Source: an optimization exercise on an open RTL-to-GDS flow (aim: small area). Production flows keep margins and buffers that such runs may drop. Where RTL was checked, it was by simulation tests only, not by an equivalence proof against the original. Power is estimated from default activity; no workload was simulated.

Setup of indigo:
==> flow/design.v <==
package response_park_pkg;
  typedef logic [$clog2(16)-1:0] uid_t;
  typedef logic [64-1:0] data_t;
  typedef logic [2-1:0] resp_t;
  typedef logic [8-1:0] oid_t;
  typedef logic [$clog2(16):0] count_t;
  typedef struct packed {
    oid_t  oid;
    resp_t resp;
    data_t data;
  } park_resp_t;
  localparam count_t park_full_level = count_t'(16 - 1);
endpackage
`timescale 1ns/1ps
module slot_table #(
  parameter int DEPTH = 16,
  parameter int W     = 74
) (
  input  logic             clk,
  input  logic [DEPTH-1:0] we,        
  input  logic [DEPTH-1:0] hold,      
  input  logic [W-1:0]     wdata,
  input  logic [DEPTH-1:0] rsel_n,    
  output logic [W-1:0]     rdata
);
  logic [W:0] mem [DEPTH];
  logic [W:0] din;
  logic [W:0] rraw;
  assign din = {1'b0, wdata};
  always_ff @(posedge clk) begin
    for (int s = 0; s < DEPTH; s++) begin
      mem[s] <= ~((mem[s] | {(W+1){we[s]}}) & (din | {(W+1){hold[s]}}));
    end
  end
  always_comb begin
    rraw = '1;
    for (int s = 0; s < DEPTH; s++) begin
      rraw = rraw & (mem[s] | {(W+1){rsel_n[s]}});
    end
  end
  assign rdata = rraw[W-1:0] ^ {W{rraw[W]}};
endmodule
`timescale 1ns/1ps
module occupancy_tracker (
  input  logic [15:0] occupied,
  output logic        full
);
  logic [7:0] z1, m1;
  logic [3:0] z2, m2;
  logic [1:0] z3, m3;
  always_comb begin
    for (int i = 0; i < 8; i++) begin
      z1[i] = ~occupied[2*i] | ~occupied[2*i+1];
      m1[i] = ~occupied[2*i] & ~occupied[2*i+1];
    end
    for (int i = 0; i < 4; i++) begin
      z2[i] = z1[2*i] | z1[2*i+1];
      m2[i] = m1[2*i] | m1[2*i+1] | (z1[2*i] & z1[2*i+1]);
    end
    for (int i = 0; i < 2; i++) begin
      z3[i] = z2[2*i] | z2[2*i+1];
      m3[i] = m2[2*i] | m2[2*i+1] | (z2[2*i] & z2[2*i+1]);
    end
  end
  assign full = (z3[0] | z3[1]) & ~(m3[0] | m3[1] | (z3[0] & z3[1]));
endmodule
`timescale 1ns/1ps
module response_park (
  input  logic                          clk,
  input  logic                          rst,
  input  logic                          in_valid,
  input  logic [$clog2(16)-1:0] in_uid,
  input  logic [8+2+64-1:0] in_payload,
  output logic                          in_ready,
  input  logic                          alloc_req,
  input  logic [$clog2(16)-1:0] alloc_uid,
  output logic                          alloc_gnt,
  output logic [8+2+64-1:0] out_payload,
  input  logic                          free_req,
  input  logic [$clog2(16)-1:0] free_uid,
  output logic                          free_ack,
  output logic                          full
);
  localparam int DEPTH = 16;
  localparam int W     = 8 + 2 + 64;
  logic [DEPTH-1:0] occupied_q, reserved_q;
  logic [DEPTH-1:0] occupied_d, reserved_d;
  logic [DEPTH-1:0] rsel_n_q;
  logic [DEPTH-1:0] we;
  logic enq_accept, alloc_hit, free_accept;
  occupancy_tracker u_occupancy_tracker (
    .occupied (occupied_q),
    .full     (full)
  );
  assign in_ready    = ~full & ~occupied_q[in_uid];
  assign enq_accept  = in_valid & in_ready;
  assign alloc_hit   = alloc_req & occupied_q[alloc_uid] & ~reserved_q[alloc_uid];
  assign free_accept = free_req & occupied_q[free_uid];
  always_comb begin
    occupied_d = occupied_q;
    reserved_d = reserved_q;
    if (enq_accept) begin
      occupied_d[in_uid] = 1'b1;
      reserved_d[in_uid] = 1'b0;
    end
    if (alloc_hit) begin
      reserved_d[alloc_uid] = 1'b1;
    end
    if (free_accept) begin
      occupied_d[free_uid] = 1'b0;
      reserved_d[free_uid] = 1'b0;
    end
  end
  always_ff @(posedge clk) begin
    if (rst) begin
      occupied_q <= '0;
      reserved_q <= '0;
      alloc_gnt  <= 1'b0;
      free_ack   <= 1'b0;
    end else begin
      occupied_q <= occupied_d;
      reserved_q <= reserved_d;
      alloc_gnt  <= alloc_hit;
      free_ack   <= free_accept;
    end
  end
  always_ff @(posedge clk) begin
    for (int s = 0; s < DEPTH; s++) rsel_n_q[s] <= (alloc_uid != s);
  end
  always_comb begin
    for (int s = 0; s < DEPTH; s++) we[s] = enq_accept & (in_uid == s);
  end
  slot_table #(.DEPTH(DEPTH), .W(W)) u_slot_table (
    .clk   (clk),
    .we    (we),
    .hold  (~we),
    .wdata (in_payload),
    .rsel_n (rsel_n_q),
    .rdata (out_payload)
  );
endmodule
clock: 5.0 ns
lec_check: 0
cap_margin: 20
core_margin: 2
core_utilization: 40
setup_slack_margin: 0.15
slew_margin: 20
synth_hierarchical: 1
run.sh (not shown) runs the stock make flow with config.mk's settings and CLKGATE_MAP_FILE= SYNTH_SCRIPT=/design/flow/synth_recipe.tcl, a recipe that flattens the netlist after the stock synthesis.
## Diff of input files: lagoon against indigo
--- a/flow/design.v
+++ b/flow/design.v
@@ -86,5 +86,5 @@
   logic [DEPTH-1:0] occupied_q, reserved_q;
   logic [DEPTH-1:0] occupied_d, reserved_d;
-  logic [DEPTH-1:0] rsel_n_q;
+  logic [DEPTH-1:0] rsel_n;
   logic [DEPTH-1:0] we;
   logic enq_accept, alloc_hit, free_accept;
@@ -125,6 +125,10 @@
     end
   end
+  logic [$clog2(DEPTH)-1:0] ruid_q;
   always_ff @(posedge clk) begin
-    for (int s = 0; s < DEPTH; s++) rsel_n_q[s] <= (alloc_uid != s);
+    ruid_q <= alloc_uid;
+  end
+  always_comb begin
+    for (int s = 0; s < DEPTH; s++) rsel_n[s] = (ruid_q != s);
   end
   always_comb begin
@@ -136,5 +140,5 @@
     .hold  (~we),
     .wdata (in_payload),
-    .rsel_n (rsel_n_q),
+    .rsel_n (rsel_n),
     .rdata (out_payload)
   );
==> comparison <==
lagoon completed end to end with timing, DRC and antenna clean. Going from indigo to lagoon, fraction of area in registers fell 0.64 points; die area shrank by about 0.9%; share of final-layout standard cells stronger than drive strength 1 +0.35 points; area growth from synthesis to final layout increased 1.2 points; design area essentially unchanged. Looking at worst setup path startpoint, the ruid_q[1]$_DFF_P_ result is from lagoon; the rsel_n_q[1]$_DFF_P_ one comes from indigo. Share of final layout cell area taken by non-clock buffers was higher in the run labelled lagoon. When lagoon is set beside indigo, its worst setup slack turns out to be 0.021 ns smaller.
No run of this note included a check of the RTL's function; only the layout flow was run.

---

## the baseline
Another version of the RTL of response_park (not shown whole).
Size: about 4300 cells after synthesis, about 170 I/O pins, about 42000 sq um of cells after synthesis.
==> module slot_table, before the edit <==
module slot_table #(
  parameter int DEPTH = 16,
  parameter int W     = 74
) (
  input  logic             clk,
  input  logic [DEPTH-1:0] we,        
  input  logic [DEPTH-1:0] hold,      
  input  logic [W-1:0]     wdata,
  input  logic [DEPTH-1:0] rsel_n,    
  output logic [W-1:0]     rdata
);
  logic [W:0] mem [DEPTH];
  logic [W:0] din;
  logic [W:0] rraw;
  assign din = {1'b0, wdata};
  always_ff @(posedge clk) begin
    for (int s = 0; s < DEPTH; s++) begin
      mem[s] <= ~((mem[s] | {(W+1){we[s]}}) & (din | {(W+1){hold[s]}}));
    end
  end
  always_comb begin
    rraw = '1;
    for (int s = 0; s < DEPTH; s++) begin
      rraw = rraw & (mem[s] | {(W+1){rsel_n[s]}});
    end
  end
  assign rdata = rraw[W-1:0] ^ {W{rraw[W]}};
endmodule
export LEC_CHECK = 0
export CAP_MARGIN = 20
export CORE_MARGIN = 2
export CORE_UTILIZATION = 80
export PLACE_DENSITY = 0.85
export SETUP_SLACK_MARGIN = 0.15
export SLEW_MARGIN = 20
export SYNTH_HIERARCHICAL = 1
create_clock -name core_clock -period 5.0 [get_ports {clk}]
standard.sh (not shown) runs the stock make flow with config.mk's settings and CLKGATE_MAP_FILE= SYNTH_SCRIPT=/design/flow/synth_recipe.tcl, a recipe that flattens the netlist after the stock synthesis.
==> flow/flow/run.sh <==
#!/bin/bash
# Standard layout with plain buf_1 port buffers, no CTS dummy loads and smaller clock buffers
export BUFFER_PORTS_ARGS="-buffer_cell sky130_fd_sc_hd__buf_1"
export CTS_ARGS="-sink_clustering_enable -repair_clock_nets -dont_use_dummy_load -sink_clustering_size 20 -sink_clustering_max_diameter 50 -buf_list {sky130_fd_sc_hd__clkbuf_8}"
bash standard.sh > standard.log 2>&1
The baseline ended with every stage complete and zero timing, DRC or antenna violations.
Modified inputs, the candidate compared to the baseline
-- flow/design.v --
<<< the baseline, line 13
endpackage
`timescale 1ns/1ps
module slot_table #(
  parameter int DEPTH = 16,
>>> the candidate, line 13
endpackage
`timescale 1ns/1ps
module slot_read8 (
  input  logic [7:0] q,
  input  logic [7:0] sel_n,
  output logic       y_n
);
  assign y_n = ~&(q | sel_n);
endmodule
module slot_table #(
  parameter int DEPTH = 16,
<<< the baseline, line 33
    end
  end
  always_comb begin
    rraw = '1;
    for (int s = 0; s < DEPTH; s++) begin
      rraw = rraw & (mem[s] | {(W+1){rsel_n[s]}});
    end
  end
  assign rdata = rraw[W-1:0] ^ {W{rraw[W]}};
endmodule
>>> the candidate, line 40
    end
  end
  logic [W:0] rlo_n, rhi_n;
  for (genvar b = 0; b <= W; b++) begin : g_col
    slot_read8 u_lo (
      .q     ({mem[7][b], mem[6][b], mem[5][b], mem[4][b],
               mem[3][b], mem[2][b], mem[1][b], mem[0][b]}),
      .sel_n (rsel_n[7:0]),
      .y_n   (rlo_n[b])
    );
    slot_read8 u_hi (
      .q     ({mem[15][b], mem[14][b], mem[13][b], mem[12][b],
               mem[11][b], mem[10][b], mem[9][b], mem[8][b]}),
      .sel_n (rsel_n[15:8]),
      .y_n   (rhi_n[b])
    );
  end
  assign rraw = ~(rlo_n | rhi_n);
  assign rdata = rraw[W-1:0] ^ {W{rraw[W]}};
endmodule
The candidate vs the baseline, total power went down by about 0.7%.
Reported for the candidate and the baseline, number of sequential storage elements turned out identical to the last digit.
Compared with the baseline, in the candidate final wirelength roughly the same, post-synthesis simple-gate area fraction now sits lower, multi-input combinational cell count shows a reduction of 5.9%, count of different cell masters after synthesis now sits higher, setup slack went up.
The static power due to leakage number comes out higher for the candidate vs the baseline.
| global-route usage | lower: the baseline |

[static timing again, ports no longer ideal]
Ports are ideal in the flow. The routed layouts listed here were re-timed in OpenROAD.
Step 1, drivers: a clkbuf_16 drives clk and a buf_2 each remaining input, both assumed.
Step 2 times the ports against the registers' clock, not the clock port: input delays grow and output delays shrink by t, the midpoint of the rising clock arrivals with the driver on.
a / b / c = no drivers / after step 1 / after step 2; a / b = the first two.
| run | t, ns | slack for setup (ns) | hold WS [ns] | worst register clock-pin slew, ns | pins driven straight from the clock port |
|---|---|---|---|---|---|
| indigo | 0.780 | 0.306 / 0.233 / 0.357 | 0.447 / 0.447 / 0.447 | 0.07 / 0.07 | 1 |
| lagoon | 0.782 | 0.285 / 0.208 / 0.439 | 0.449 / 0.449 / 0.449 | 0.07 / 0.07 | 1 |
| the baseline | 0.788 | 0.142 / 0.075 / 0.863 | 0.458 / 0.458 / 0.458 | 0.12 / 0.12 | 1 |
| the candidate | 0.767 | 0.175 / 0.110 / 0.597 | 0.446 / 0.446 / 0.446 | 0.12 / 0.12 | 1 |
After both steps setup and hold are still met in every run listed.
